Background: an optimization exercise with open tools, aiming at small area, a short achievable clock period and few clock cycles per item. Do not read the settings as production practice.
The RTL was checked by simulation tests, not by an equivalence proof against the original design.
No activity file was given, so power comes from the tool's default toggle rates.

### flow/run.sh
#!/bin/bash
# synth_recipe.tcl (not shown) runs the flow's synth.tcl, then flattens the netlist and writes it again
# the make line also repeats each setting of config.mk as NAME=value (left out here)
make -C /OpenROAD-flow-scripts/flow DESIGN_CONFIG=/design/flow/config.mk WORK_HOME=/design/flow/orfs CLKGATE_MAP_FILE= SYNTH_SCRIPT=/design/flow/synth_recipe.tcl finish
### flow/config.mk
export PLATFORM = sky130hd
export DESIGN_NAME = indexed_deque_buffer
export DESIGN_NICKNAME = indexed_deque_buffer
export VERILOG_FILES = /design/flow/design.v
export SDC_FILE = /design/flow/constraint.sdc
export NUM_CORES = 4
export LEC_CHECK = 0
export CAP_MARGIN = 20
export CORE_MARGIN = 2
export CORE_UTILIZATION = 40
export SLEW_MARGIN = 20
### flow/constraint.sdc
create_clock -name core_clock -period 6.0 [get_ports {clk}]
set_input_delay 1.2000 -clock core_clock [delete_from_list [all_inputs] [get_ports {clk}]]
set_output_delay 1.2000 -clock core_clock [all_outputs]
set_load 0.01 [all_outputs]
### flow/design.v
package idb_pkg;
  localparam int CAPACITY   = 16;
  localparam int WORD_WIDTH = 32;
  localparam int IDX_W      = (CAPACITY > 1) ? $clog2(CAPACITY) : 1;
  localparam int CNT_W      = $clog2(CAPACITY + 1);
  localparam int IN_DATA_W  = 40;
  localparam int IN_USER_W  = 8;
  localparam int OUT_DATA_W = 40;
  typedef logic [WORD_WIDTH-1:0] word_t;
  typedef logic [IDX_W-1:0]      idx_t;
  typedef logic [CNT_W-1:0]      cnt_t;
  typedef enum logic [2:0] {
    OP_PUSH_BACK  = 3'd0,
    OP_PUSH_FRONT = 3'd1,
    OP_POP_BACK   = 3'd2,
    OP_POP_FRONT  = 3'd3,
    OP_READ       = 3'd4,
    OP_WRITE      = 3'd5,
    OP_REMOVE     = 3'd6,
    OP_INSERT     = 3'd7
  } op_t;
  typedef enum logic [1:0] {
    ST_OK     = 2'd0,
    ST_EMPTY  = 2'd1,
    ST_FULL   = 2'd2,
    ST_BADIDX = 2'd3
  } status_t;
  typedef enum logic [1:0] {
    CMD_NONE   = 2'd0,
    CMD_WRITE  = 2'd1,    
    CMD_INSERT = 2'd2,    
    CMD_DELETE = 2'd3     
  } cmd_mode_t;
  typedef struct packed {
    cmd_mode_t mode;
    idx_t      pos;
    word_t     word;
  } cell_cmd_t;
endpackage
module idb_cell (
  input  logic               clk,
  input  idb_pkg::idx_t      my_pos,
  input  idb_pkg::cell_cmd_t cmd,
  input  idb_pkg::word_t     left_word,
  input  idb_pkg::word_t     right_word,
  output idb_pkg::word_t     word
);
  idb_pkg::word_t word_next;
  always_comb begin
    word_next = word;
    case (cmd.mode)
      idb_pkg::CMD_WRITE: begin
        if (my_pos == cmd.pos) word_next = cmd.word;
      end
      idb_pkg::CMD_INSERT: begin
        if (my_pos == cmd.pos)     word_next = cmd.word;
        else if (my_pos > cmd.pos) word_next = left_word;
      end
      idb_pkg::CMD_DELETE: begin
        if (my_pos >= cmd.pos) word_next = right_word;
      end
      default: word_next = word;
    endcase
  end
  always_ff @(posedge clk) begin
    word <= word_next;
  end
endmodule
module indexed_deque_buffer (
  input  logic                           clk,
  input  logic                           rst,
  input  logic                           s_tvalid,
  output logic                           s_tready,
  input  logic [idb_pkg::IN_DATA_W-1:0]  s_tdata,
  input  logic [idb_pkg::IN_USER_W-1:0]  s_tuser,
  output logic                           m_tvalid,
  input  logic                           m_tready,
  output logic [idb_pkg::OUT_DATA_W-1:0] m_tdata
);
  typedef enum logic [1:0] {
    S_IDLE  = 2'b01,
    S_SHIFT = 2'b10
  } state_t;
  state_t         state, state_next;
  idb_pkg::cnt_t  count, count_next;
  idb_pkg::cnt_t  shift_left, shift_left_next;    
  idb_pkg::idx_t  shift_pos, shift_pos_next;
  logic                           skid_valid;
  logic [idb_pkg::OUT_DATA_W-1:0] skid_data;
  logic [idb_pkg::OUT_DATA_W-1:0] res_data;
  idb_pkg::cell_cmd_t cmd;
  idb_pkg::word_t     cell_word [idb_pkg::CAPACITY];
  idb_pkg::op_t   op;
  logic [31:0]    in_value;
  logic [3:0]     in_index;
  logic [3:0]     in_end;
  assign op       = idb_pkg::op_t'(s_tuser[2:0]);
  assign in_value = s_tdata[31:0];
  assign in_index = s_tdata[35:32];
  assign in_end   = s_tdata[39:36];
  logic accept, take;
  assign s_tready = (state == S_IDLE) && !skid_valid;
  assign accept   = s_tvalid && s_tready;
  assign take     = m_tvalid && m_tready;
  logic              full, empty, idx_in_range, end_past;
  idb_pkg::status_t  status;
  logic              rd_en;
  idb_pkg::idx_t     rd_addr;
  idb_pkg::word_t    rd_word;
  idb_pkg::cell_cmd_t op_cmd;
  idb_pkg::cnt_t     op_count;
  idb_pkg::cnt_t     span;
  logic [31:0]       value_out;
  assign full         = (count == idb_pkg::CAPACITY[idb_pkg::CNT_W-1:0]);
  assign empty        = (count == '0);
  assign idx_in_range = (32'(in_index) < 32'(count));
  assign end_past     = (32'(in_end) >= 32'(count));
  assign span         = idb_pkg::CNT_W'(32'(in_end) - 32'(in_index) + 32'd1);
  always_comb begin
    status      = idb_pkg::ST_OK;
    rd_en       = 1'b0;
    rd_addr     = '0;
    op_cmd.mode = idb_pkg::CMD_NONE;
    op_cmd.pos  = '0;
    op_cmd.word = idb_pkg::word_t'(in_value);
    op_count    = count;
    case (op)
      idb_pkg::OP_PUSH_BACK, idb_pkg::OP_PUSH_FRONT, idb_pkg::OP_INSERT: begin
        if (full) begin
          status = idb_pkg::ST_FULL;
        end else begin
          op_count = count + 1'b1;
          if (op == idb_pkg::OP_PUSH_FRONT) begin
            op_cmd.mode = idb_pkg::CMD_INSERT;
            op_cmd.pos  = '0;
          end else if (op == idb_pkg::OP_INSERT && idx_in_range) begin
            op_cmd.mode = idb_pkg::CMD_INSERT;
            op_cmd.pos  = idb_pkg::IDX_W'(in_index);
          end else begin
            op_cmd.mode = idb_pkg::CMD_WRITE;
            op_cmd.pos  = count[idb_pkg::IDX_W-1:0];
          end
        end
      end
      idb_pkg::OP_POP_BACK: begin
        if (empty) begin
          status = idb_pkg::ST_EMPTY;
        end else begin
          op_count = count - 1'b1;
          rd_en    = 1'b1;
          rd_addr  = op_count[idb_pkg::IDX_W-1:0];
        end
      end
      idb_pkg::OP_POP_FRONT: begin
        if (empty) begin
          status = idb_pkg::ST_EMPTY;
        end else begin
          op_count    = count - 1'b1;
          rd_en       = 1'b1;
          rd_addr     = '0;
          op_cmd.mode = idb_pkg::CMD_DELETE;
          op_cmd.pos  = '0;
        end
      end
      idb_pkg::OP_READ: begin
        if (!idx_in_range) begin
          status = idb_pkg::ST_BADIDX;
        end else begin
          rd_en   = 1'b1;
          rd_addr = idb_pkg::IDX_W'(in_index);
        end
      end
      idb_pkg::OP_WRITE: begin
        if (!idx_in_range) begin
          status = idb_pkg::ST_BADIDX;
        end else begin
          op_cmd.mode = idb_pkg::CMD_WRITE;
          op_cmd.pos  = idb_pkg::IDX_W'(in_index);
        end
      end
      idb_pkg::OP_REMOVE: begin
        if (in_end >= in_index) begin
          if (end_past) begin
            status = idb_pkg::ST_BADIDX;
          end else begin
            op_count    = count - span;
            op_cmd.mode = idb_pkg::CMD_DELETE;
            op_cmd.pos  = idb_pkg::IDX_W'(in_index);
          end
        end
      end
      default: status = idb_pkg::ST_OK;
    endcase
  end
  assign rd_word   = cell_word[rd_addr];
  assign value_out = rd_en ? 32'(rd_word) : 32'd0;
  assign res_data  = {1'b0, status, op_count, value_out};
  always_comb begin
    state_next      = state;
    count_next      = count;
    shift_left_next = shift_left;
    shift_pos_next  = shift_pos;
    cmd.mode        = idb_pkg::CMD_NONE;
    cmd.pos         = '0;
    cmd.word        = op_cmd.word;
    case (state)
      S_IDLE: begin
        if (accept) begin
          cmd        = op_cmd;
          count_next = op_count;
          if (op == idb_pkg::OP_REMOVE && op_cmd.mode == idb_pkg::CMD_DELETE &&
              span > idb_pkg::CNT_W'(1)) begin
            shift_left_next = span - 1'b1;
            shift_pos_next  = op_cmd.pos;
            state_next      = S_SHIFT;
          end
        end
      end
      S_SHIFT: begin
        cmd.mode        = idb_pkg::CMD_DELETE;
        cmd.pos         = shift_pos;
        shift_left_next = shift_left - 1'b1;
        if (shift_left == idb_pkg::CNT_W'(1)) state_next = S_IDLE;
      end
      default: state_next = S_IDLE;
    endcase
  end
  always_ff @(posedge clk) begin
    if (rst) begin
      state      <= S_IDLE;
      count      <= '0;
      shift_left <= '0;
    end else begin
      state      <= state_next;
      count      <= count_next;
      shift_left <= shift_left_next;
    end
    shift_pos <= shift_pos_next;
  end
  for (genvar i = 0; i < idb_pkg::CAPACITY; i++) begin : g_cell
    idb_pkg::word_t left_w, right_w;
    if (i == 0) begin : g_first
      assign left_w = '0;
    end else begin : g_mid_l
      assign left_w = cell_word[i-1];
    end
    if (i == idb_pkg::CAPACITY - 1) begin : g_last
      assign right_w = '0;
    end else begin : g_mid_r
      assign right_w = cell_word[i+1];
    end
    idb_cell u_cell (
      .clk        (clk),
      .my_pos     (idb_pkg::IDX_W'(i)),
      .cmd        (cmd),
      .left_word  (left_w),
      .right_word (right_w),
      .word       (cell_word[i])
    );
  end
  always_ff @(posedge clk) begin
    if (rst) begin
      m_tvalid   <= 1'b0;
      skid_valid <= 1'b0;
    end else begin
      if (take) begin
        if (skid_valid) begin
          m_tdata    <= skid_data;
          skid_valid <= 1'b0;
        end else if (accept) begin
          m_tdata <= res_data;
        end else begin
          m_tvalid <= 1'b0;
        end
      end else if (accept) begin
        if (m_tvalid) begin
          skid_data  <= res_data;
          skid_valid <= 1'b1;
        end else begin
          m_tdata  <= res_data;
          m_tvalid <= 1'b1;
        end
      end
    end
  end
endmodule
==> run summary <==
[registers in the layout (all words and copies together) (netlist names)]
name                flops
g_cell.u_cell.word    512
shift_left              5
state                   2
m_tvalid                1
skid_valid              1
skid_data              39
m_tdata                39
shift_pos               4
count                   5
[worst min-delay path by stage]
| stage | endpoint | from | cells past startpoint | slack, ps |
|---|---|---|---|---|
| 3_3_place_gp | shift_left[4] | shift_left[4] | 2 | 470 |
| 4_1_cts | shift_left[4] | shift_left[4] | 2 | 490 |
| 2_1_floorplan | shift_left[4] | shift_left[4] | 2 | 450 |
| 3_5_place_dp | shift_left[4] | shift_left[4] | 2 | 480 |
| 5_1_grt | shift_left[4] | shift_left[4] | 2 | 510 |
| 6_report | shift_left[4] | shift_left[4] | 2 | 490 |
[final cells by class]
class | count | share of cell area (%)
multi-input combinational | 1967 | 37.40
antenna | 8 | 0.04914
inverter | 70 | 0.6450
sequential | 608 | 44.48
clock buffer | 83 | 4.445
tap | 1144 | 3.514
clock inverter | 45 | 1.143
timing repair buffer | 322 | 8.330
[where the power goes]
group | internal [W] | switching (W)
Clock | 0.00248 | 0.00190
Sequential | 0.00530 | 0.000325
Combinational | 0.00129 | 0.00243
Total | 0.00908 | 0.00465
[layout by cell type, fill, tap and decap left out, types with 68 or more instances in the layout]
cell type and count:
a21oi_1 140, inv_1 68, a221o_1 101, o22ai_1 294, a22o_1 82, buf_4 173
and3_1 124, edfxtp_1 594, a2bb2oi_1 226, clkdlybuf4s50_1 87, nand2_1 81, clkbuf_16 70
[worst min-delay path, cell delays in order, from the launching register on]
cell	delay [ps]
dfxtp_1	320
nand2_1	60
o32ai_1	70
[metal layers]
| metal | share of wire [%] | vias up |
|---|---|---|
| li1 | - | 12570 |
| met3 | 16 | 767 |
| met4 | 7.4 | 6 |
| met1 | 35 | 15670 |
| met2 | 42 | 3101 |
| met5 | 0.047 | - |
[Yosys cell counts (all sizes together), types with 32 or more instances]
library cell,count
nand2,87
or2,66
and3,125
edfxtp,594
mux2,44
a2bb2oi,226
inv,70
a22oi,37
o221a,65
a221oi,32
nand3,51
a22o,82
nor3,33
a221o,101
nor2,70
a31oi,34
o21ai,73
buf,157
o22ai,295
clkbuf,169
a21oi,155
[cell families after synthesis]
family	after synthesis	synth area share, %
buffers and inverters	396	4.907
adders and majority gates	32	1.226
muxes	70	2.191
DFF	608	52.52
xor gates and xnor gates	10	0.2539
other	1	0.01087
and+or+nand+nor	509	8.175
AOI/OAI and AO/OA	1345	30.72
[metrics by stage]
stage / hold slack [ps] / utilization, % / setup TNS (ps)
6_report: 493.4 / 47.77 / 0
5_1_grt: 505.6 / 47.75 / 0
4_1_cts: 489.6 / 47.74 / 0
3_5_place_dp: 482.6 / 45.07 / 0
3_3_place_gp: 471.2 / 45.05 / 0
2_1_floorplan: 449.2 / - / -2594
==> qor.yml <==
status:
  outcome: "finished clean"
floorplan:
  die_area_um2: 88610
  initial_core_util_pct: 40.45
  dieHeight_um: 297.7
  die_x_um: 297.7
  rows: 107
  core_area_um2: 85280
  io_pins: 94
synthesis:
  avgSynthCellArea_um2: 11.61
  synth_top_area_share_pct: 51.71
  yosysSeqAreaShare_pct: 52.52
  syn_area_um2: 34500
  yosysTopAreaCell: "edfxtp_1"
  synth_cell_types: 109
  postSynth.asyncResetShare_pct: 0
  ys.flop_type: "edfxtp_1"
  synth_warnings: 3
  synth-edff-count: 594
  yosys_register_bits: 608
  synthTopCellsByArea: "edfxtp_1 52%, a2bb2oi_1 5.7%, o22ai_1 5.3%, a221o_1 2.9%, and3_1 2.3%"
  synthCells: 2971
  synth_nets: 3055
route:
  routed_wl_um: 158000
  dr_total_vias: 32110
  postRouteAntennaNets: 0
  avgViaCountPerCell: 7.560
  drc: 0
  wl_per_cell_um: 37.21
  firstDrtPassIters: 10
  drt-initial-drc-count: 5242
job:
  drv_cap: 0
cts:
  clockRootBuffer: "clkbuf_16"
  cts_tree: "built"
  holdBufCountCts: 0
  post_cts_buffers: 0
  htree_levels: 3
  cts_sinks: 608
  post_cts_resized: 0
  clk_latency_ps: 650
  cts_buffers: 70
  clk_pin_slew_ps: 60
  cts_buffer_depth: 3
final_layout:
  syn_to_final_growth_pct: 18.08
  design_area_um2: 40740
  fillers: 7657
  drive_gt1_share_pct: 19.68
  seqCellArea_um2: 18120
  nNetsFinal: 3123
  multi_input_area_um2: 15230
  finalNonFillerCells: 4247
global_route:
  grt_use_met2_pct: 51.10
  antenna_found_initial: 8
  use_met3_pct: 13.08
  track_usage_pct: 34.53
  grtUsageMet1_pct: 42.51
  grt-ovfl-total: 0
  grt_pass1_vias: 30990
  grt_max_degree: 143
  busiest_layer: "met2"
  grt_pass1_wl_um: 223400
critical_path:
  end_kind: "flip-flop"
  slowest_stage: "and3_2"
  path_depth: 12
  critPathCapture: "g_cell[15].u_cell.word[16]"
  start_kind: "input pin"
  cpMostUsedCell: "inv_1"
  critPathKind: "in -> reg"
  cpLargestDelayFamily: "compound AO/OA/AOI/OAI gates"
  rrSetupSlack_ps: 840
  worstPathArrival_ps: 5680
  rr_endpoint: "m_tdata[28]"
  critical-path-max-stage-delay_ps: 710
  cp_max_fo: 32
  cp-startpoint: "s_tdata[34]"
  worstPathRequired_ps: 6370
  r2r_cells: 16
  crit_chain: "clkdlybuf4s50_1 > inv_1 > ha_1 > inv_1 > fa_1 > o21a_1 > a211oi_2 > a221oi_4 > a21boi_2 > nand4_1 > and3_2 > a22o_1"
  r2r-start: "count[1]"
  path_buf_inv: 3
placement:
  dp_hpwl_um: 94250
  placedCellCount: 4111
  io_buffers: 87
  dp_slack_ps: 204.2
  dpl_cell_area_um2: 38440
  routabilityCongestion: 0.9524
timing:
  fin_skew_ps: 41.53
  finalHoldViolations: 0
  finalCritPeriodShare_pct: 88.48
  report.final.slew_viol_count: 0
  tightestPinTransition_ps: 1292
  fmax_mhz: 188.4
  finalCriticalPeriod_ps: 5309
  fin_ws_ps: 691.3
  rsz0062_at_grt: "no"
  setup_viol: 0
  slew_headroom_pct: 13.58
power_and_ir_drop:
  powerDensity_nw_per_um2: 337.0
  p_leak_nw: 13.94
  totalPowerFinal_w: 0.01373
  ir_worst_vdd_v: 0.0002027
min_path:
  hp-class: "reg -> reg"
Testbench counts, summed over its fixed seeds: cycles 12,812, ops 12,000.

## static timing again, ports no longer ideal
How much do the figures lean on ideal ports? The routed layout below was timed once more, with nothing changed but the port constraints. Step 1 assumes that a clkbuf_16 drives the clock port and a buf_2 every other input. Step 2 adds t to the input delays and takes it off the output delays; t is the mean of the earliest and latest rising clock arrival at the registers after step 1. Input paths then give back, and output paths get back, about the clock's delay inside the block. a / b / c = no drivers / after step 1 / after step 2; a / b = the first two.
t (ns): 0.698
setup slack, ns: 0.691 / 0.736 / 0.038
pins driven straight from the clock port: 1
After both steps setup and hold are still met in this run. For this run, drivers alone change the setup slack by +0.045 ns; drivers and shift together by -0.653 ns.
